What follows belongs to an exercise in optimizing a design on an open flow for small area; a production flow would make more cautious choices.
Only simulation tests tie the RTL to the original design; equivalence was not proved.
Power is estimated from default activity; no workload was simulated.

==> module seat_reservation_ctrl, before the edit <==
module seat_reservation_ctrl
#(
  parameter int unsigned NUM_SEATS = 32,
  parameter int unsigned USER_W    = 8,
  localparam int unsigned SEAT_W   = $clog2(NUM_SEATS)
) (
  input  logic                 clk,
  input  logic                 rst_n,
  input  logic                 rst_timer,
  input  logic [10:0]          time_in,
  input  logic                 req_valid,
  output logic                 req_ready,
  input  logic [1:0]           req_op,
  input  logic [SEAT_W-1:0]    req_seat,
  input  logic [USER_W-1:0]    req_user,
  input  logic [7:0]           req_dur,
  output logic                 rsp_valid,
  output logic [1:0]           rsp_status,
  output logic [NUM_SEATS-1:0] seat_occupied,
  output logic [SEAT_W:0]      free_count
);
  localparam logic [1:0] StIdle = 2'd0, StExec = 2'd1, StClear = 2'd2, StScan = 2'd3;
  logic [1:0]           state_q, state_d;
  logic [NUM_SEATS-1:0] occ_q;
  logic [USER_W-1:0]    owner_q [NUM_SEATS];
  logic [10:0]          end_q   [NUM_SEATS];
  logic                 rst_timer_q, tick_pend_q, rsp_valid_q;
  logic [5:0]           min_q;
  logic [SEAT_W-1:0]    scan_idx_q, ra;
  logic [10:0]          scan_now_q, scan_now_d, now, new_end, base, end_rd;
  logic [11:0]          sum;
  logic [USER_W-1:0]    own_rd;
  logic [SEAT_W:0]      free_cnt_q;
  logic [1:0]           rsp_status_q, dec_status;
  logic [NUM_SEATS-1:0] sel, end_upd;
  logic idle, scanning, clearing, ph_q;
  logic [USER_W+10:0]   rec_w;
  logic clr_edge, tick, accept, scan_start, scan_last, scan_hit, occ_rd;
  logic dur_nz, sel_own, dec_set, dec_free, dec_ext, ext_go, occ_hit, occ_set;
  logic [NUM_SEATS-1:0] keep;
  tod_to_minutes u_now (
    .tod     (time_in),
    .minutes (now)
  );
  assign idle     = state_q == StIdle;
  assign scanning = state_q == StScan;
  assign clearing = state_q == StClear;
  assign clr_edge   = rst_timer & ~rst_timer_q;
  assign tick       = time_in[5:0] != min_q;
  assign scan_last  = scan_idx_q == SEAT_W'(NUM_SEATS - 1);
  assign scan_start = idle & ~clr_edge & (tick | tick_pend_q);
  assign req_ready  = rst_n & idle & ~clr_edge & ~tick & ~tick_pend_q;
  assign accept     = req_valid & req_ready;
  always_comb begin
    state_d = state_q;
    if (clr_edge) begin
      state_d = StClear;
    end else begin
      case (state_q)
        StIdle: begin
          if (tick || tick_pend_q) state_d = StScan;
          else if (req_valid)      state_d = StExec;
        end
        StScan:  if (scan_last) state_d = StIdle;
        default: state_d = StIdle;
      endcase
    end
  end
  assign ra = scanning ? scan_idx_q : req_seat;
  always_comb begin
    for (int i = 0; i < NUM_SEATS; i++) sel[i] = ra == SEAT_W'(i);
  end
  logic [NUM_SEATS-1:0] rd_data [20];
  logic [19:0]          rd_q;
  always_comb begin
    for (int i = 0; i < NUM_SEATS; i++) begin
      for (int b = 0; b < 11; b++)     rd_data[b][i]      = end_q[i][b];
      for (int b = 0; b < USER_W; b++) rd_data[11 + b][i] = owner_q[i][b];
      rd_data[19][i] = occ_q[i];
    end
  end
  for (genvar b = 0; b < 20; b++) begin : g_rd
    seat_rd_bit u_rd (.s(sel), .d(rd_data[b]), .q(rd_q[b]));
  end
  assign end_rd = rd_q[10:0] ^ {11{ph_q}};
  assign own_rd = rd_q[18:11];
  assign occ_rd = rd_q[19];
  assign scan_hit = scanning & occ_rd & (end_rd <= scan_now_q);
  assign dur_nz  = req_dur != 8'd0;
  assign sel_own = own_rd == rec_w[USER_W+10:11];    
  always_comb begin
    dec_status = 2'b11;
    dec_set    = 1'b0;
    dec_free   = 1'b0;
    dec_ext    = 1'b0;
    case (req_op)
      2'b00: if (dur_nz) begin
        dec_status = occ_rd ? 2'b01 : 2'b00;
        dec_set    = ~occ_rd;
      end
      2'b01: if (occ_rd) begin
        dec_status = sel_own ? 2'b00 : 2'b10;
        dec_free   = sel_own;
      end
      2'b10: if (dur_nz && occ_rd) begin
        dec_status = sel_own ? 2'b00 : 2'b10;
        dec_ext    = sel_own;
      end
      default: ;
    endcase
  end
  assign base    = req_op[1] ? end_rd : now;
  assign sum     = {1'b0, base} + {4'b0000, req_dur};
  assign new_end = (sum > 12'd1439) ? 11'd1439 : sum[10:0];
  assign ext_go  = accept & dec_ext;
  assign occ_hit = ext_go | (accept & dec_free) | scan_hit;
  assign occ_set = ext_go | (accept & dec_set);
  for (genvar i = 0; i < NUM_SEATS; i++) begin : g_keep
    assign keep[i] = occ_q[i] & ~(sel[i] & occ_hit);
  end
  always_ff @(posedge clk or negedge rst_n) begin
    if (!rst_n) begin
      occ_q <= '0;
    end else begin
      for (int i = 0; i < NUM_SEATS; i++) occ_q[i] <= ~clearing & (keep[i] | (sel[i] & occ_set));
    end
  end
  logic [USER_W+10:0] rec_q [NUM_SEATS];
  logic [USER_W+10:0] rec_d [NUM_SEATS];
  assign rec_w = {req_user, new_end} ^ {(USER_W + 11){ph_q}};
  for (genvar i = 0; i < NUM_SEATS; i++) begin : g_seat
    assign end_upd[i] = ~keep[i];
    seat_hold_n #(.W(USER_W + 11)) u_seat (
      .q(rec_q[i]), .d(rec_w), .hold(~end_upd[i]), .upd(end_upd[i]), .y(rec_d[i])
    );
    assign owner_q[i] = rec_q[i][USER_W+10:11];
    assign end_q[i]   = rec_q[i][10:0];
  end
  always_ff @(posedge clk) begin
    for (int i = 0; i < NUM_SEATS; i++) rec_q[i] <= rec_d[i];
  end
  always_ff @(posedge clk or negedge rst_n) begin
    if (!rst_n) ph_q <= 1'b0;
    else        ph_q <= ~ph_q;
  end
  always_ff @(posedge clk or negedge rst_n) begin
    if (!rst_n) begin
      state_q      <= StIdle;
      rst_timer_q  <= 1'b0;
      min_q        <= '0;
      tick_pend_q  <= 1'b0;
      free_cnt_q   <= (SEAT_W + 1)'(NUM_SEATS);
      rsp_valid_q  <= 1'b0;
      rsp_status_q <= 2'b00;
    end else begin
      state_q     <= state_d;
      rst_timer_q <= rst_timer;
      min_q       <= time_in[5:0];
      rsp_valid_q <= accept;
      if (accept) rsp_status_q <= dec_status;
      if (clr_edge || scan_start) tick_pend_q <= 1'b0;
      else if (tick)              tick_pend_q <= 1'b1;
      if (clearing)                              free_cnt_q <= (SEAT_W + 1)'(NUM_SEATS);
      else if (accept && dec_set)                free_cnt_q <= free_cnt_q - (SEAT_W + 1)'(1);
      else if ((accept && dec_free) || scan_hit) free_cnt_q <= free_cnt_q + (SEAT_W + 1)'(1);
    end
  end
  seat_hold #(.W(11)) u_scan_now (
    .q(scan_now_q), .d(now), .hold(~scan_start), .upd(scan_start), .y(scan_now_d)
  );
  always_ff @(posedge clk) begin
    scan_now_q <= scan_now_d;
    scan_idx_q <= scan_start ? '0 : scan_idx_q + SEAT_W'(1);
  end
  assign rsp_valid     = rsp_valid_q;
  assign rsp_status    = rsp_status_q;
  assign seat_occupied = occ_q;
  assign free_count    = free_cnt_q;
endmodule
==> flow/config.mk <==
export PLATFORM = sky130hd
export DESIGN_NAME = seat_reservation_ctrl
export DESIGN_NICKNAME = seat_reservation_ctrl
export VERILOG_FILES = /design/flow/design.v
export SDC_FILE = /design/flow/constraint.sdc
export NUM_CORES = 4
export LEC_CHECK = 0
export CAP_MARGIN = 10
export CORE_MARGIN = 2
export CORE_UTILIZATION = 60
export GPL_TIMING_DRIVEN = 0
export PLACE_DENSITY = 0.7
export SLEW_MARGIN = 10
export SYNTH_HIERARCHICAL = 1
==> flow/constraint.sdc <==
create_clock -name core_clock -period 10.0 [get_ports {clk}]
set_input_delay 2.0000 -clock core_clock [delete_from_list [all_inputs] [get_ports {clk}]]
set_output_delay 2.0000 -clock core_clock [all_outputs]
set_load 0.01 [all_outputs]
standard.sh (not shown) runs the stock make flow with config.mk's settings and CLKGATE_MAP_FILE= SYNTH_SCRIPT=/design/flow/synth_recipe.tcl, a recipe that flattens the netlist after the stock synthesis.
==> flow/flow/run.sh <==
#!/bin/bash
set -uo pipefail
W=$PWD
F=$W/flow
RES=$W/orfs/results/$FLOW_PLATFORM/seat_reservation_ctrl/base
LIB=$FLOW_HOME/platforms/$FLOW_PLATFORM/lib/sky130_fd_sc_hd__tt_025C_1v80.lib

bash standard.sh synth > $W/log_std_synth.txt 2>&1 || { echo "standard synth failed"; exit 1; }
cp $RES/1_2_yosys.v $W/ref_1_2_yosys.v

# 2. own synthesis in a separate ORFS work home
python3 $F/genmodels.py $LIB $W/comb_models.v > $W/log_genmodels.txt 2>&1
sed -e "s#WORK_HOME=[^ ]*#WORK_HOME=$W/own#" -e "s#SYNTH_SCRIPT=[^ ]*#SYNTH_SCRIPT=$F/own_synth.tcl#" \
  -e "s#^if \[\[ -f .*#if false; then#" standard.sh > $W/own_synth.sh
OWN_FLOW_DIR=$F OWN_MODELS=$W/comb_models.v bash $W/own_synth.sh synth > $W/log_own_synth.txt 2>&1
OWN=$W/own/results/$FLOW_PLATFORM/seat_reservation_ctrl/base/1_2_yosys.v
if [[ -f $OWN ]] && python3 $F/check_regs.py $W/ref_1_2_yosys.v $OWN > $W/log_check_regs.txt 2>&1; then
  cp $OWN $RES/1_2_yosys.v
  touch $RES/1_2_yosys.v
  echo "using own synthesis"
else
  echo "own synthesis not used"
fi

# 3. the standard layout steps on that netlist, with a leaner clock tree (no dummy loads,
#    smaller buffers) and small port buffers
export CTS_ARGS="-sink_clustering_enable -repair_clock_nets -dont_use_dummy_load -buf_list {sky130_fd_sc_hd__clkbuf_8} -sink_clustering_size 16 -sink_clustering_max_diameter 75"
export BUFFER_PORTS_ARGS="-buffer_cell sky130_fd_sc_hd__buf_1"
bash standard.sh finish > $W/log_layout.txt 2>&1
Other scripts of this flow, unchanged in this note and not shown: flow/flow/area.abc, flow/flow/check_regs.py, flow/flow/genmodels.py, flow/flow/own_synth.tcl
The baseline finished clean.
Next try:
--- a/flow/design.v
+++ b/flow/design.v
@@ -123,14 +123,12 @@
   logic [USER_W-1:0]    own_rd;
   logic [SEAT_W:0]      free_cnt_q;
   logic [1:0]           rsp_status_q, dec_status;
   logic [NUM_SEATS-1:0] sel, end_upd;
   logic idle, scanning, clearing, ph_q;
-  logic [USER_W+10:0]   rec_w;
   logic clr_edge, tick, accept, scan_start, scan_last, scan_hit, occ_rd;
-  logic dur_nz, sel_own, dec_set, dec_free, dec_ext, ext_go, occ_hit, occ_set;
-  logic [NUM_SEATS-1:0] keep;
+  logic dur_nz, sel_own, dec_set, dec_free, dec_ext, ext_go, occ_wr, occ_wd;
   tod_to_minutes u_now (
     .tod     (time_in),
     .minutes (now)
   );
   assign idle     = state_q == StIdle;
@@ -201,28 +199,29 @@
     endcase
   end
   assign base    = req_op[1] ? end_rd : now;
   assign sum     = {1'b0, base} + {4'b0000, req_dur};
   assign new_end = (sum > 12'd1439) ? 11'd1439 : sum[10:0];
-  assign ext_go  = accept & dec_ext;
-  assign occ_hit = ext_go | (accept & dec_free) | scan_hit;
-  assign occ_set = ext_go | (accept & dec_set);
-  for (genvar i = 0; i < NUM_SEATS; i++) begin : g_keep
-    assign keep[i] = occ_q[i] & ~(sel[i] & occ_hit);
-  end
+  assign ext_go = accept & dec_ext;
+  assign occ_wr = (accept & (dec_set | dec_free)) | scan_hit;
+  assign occ_wd = accept & dec_set;
   always_ff @(posedge clk or negedge rst_n) begin
     if (!rst_n) begin
       occ_q <= '0;
     end else begin
-      for (int i = 0; i < NUM_SEATS; i++) occ_q[i] <= ~clearing & (keep[i] | (sel[i] & occ_set));
+      for (int i = 0; i < NUM_SEATS; i++) begin
+        if (clearing)              occ_q[i] <= 1'b0;
+        else if (sel[i] & occ_wr)  occ_q[i] <= occ_wd;
+      end
     end
   end
   logic [USER_W+10:0] rec_q [NUM_SEATS];
   logic [USER_W+10:0] rec_d [NUM_SEATS];
+  logic [USER_W+10:0] rec_w;
   assign rec_w = {req_user, new_end} ^ {(USER_W + 11){ph_q}};
   for (genvar i = 0; i < NUM_SEATS; i++) begin : g_seat
-    assign end_upd[i] = ~keep[i];
+    assign end_upd[i] = ~occ_q[i] | (sel[i] & ext_go);
     seat_hold_n #(.W(USER_W + 11)) u_seat (
       .q(rec_q[i]), .d(rec_w), .hold(~end_upd[i]), .upd(end_upd[i]), .y(rec_d[i])
     );
     assign owner_q[i] = rec_q[i][USER_W+10:11];
     assign end_q[i]   = rec_q[i][10:0];
Outcome: Worst setup slack improved by 0.30 ns. Flip-flop and latch count does not change. Clock skew stays flat. Utilization goes down by 0.70 points. Global-route usage came out lower by 0.30 points. Sequential power rose by about 1%. Clock-buffer cell count goes down by 1. Wire length grows by 1.8%. Cell count increases by 1.8%. First-iteration DRC count climbs by 26%.

-- re-timing with driven ports --
Ports are ideal in the flow. The routed layouts listed here were re-timed in OpenROAD. Step 1, drivers: a clkbuf_16 drives clk and a buf_2 each remaining input, both assumed. Step 2 adds t to the input delays and takes it off the output delays; t is the mean of the earliest and latest rising clock arrival at the registers after step 1. Input paths then give back, and output paths get back, about the clock's delay inside the block. Slacks: ideal ports / drivers / drivers and shift; pairs: ideal ports / drivers.
run | shift t [ns] | setup slack, ns | latest minus earliest clock arrival (ns) | worst slew at a driven data input, ns | cell pins on the clock port's net
the first run | 0.705 | 0.395 / 0.422 / -0.283 | 0.057 / 0.056 | 0.08 | 1
the second run | 0.718 | 0.694 / 0.715 / -0.002 | 0.055 / 0.055 | 0.11 | 1
With both steps, setup timing fails in the first run and the second run, where it was met with ideal ports. The setup slack of the second run, which loses most, moves by +0.021 ns with the drivers and by -0.696 ns with both steps.
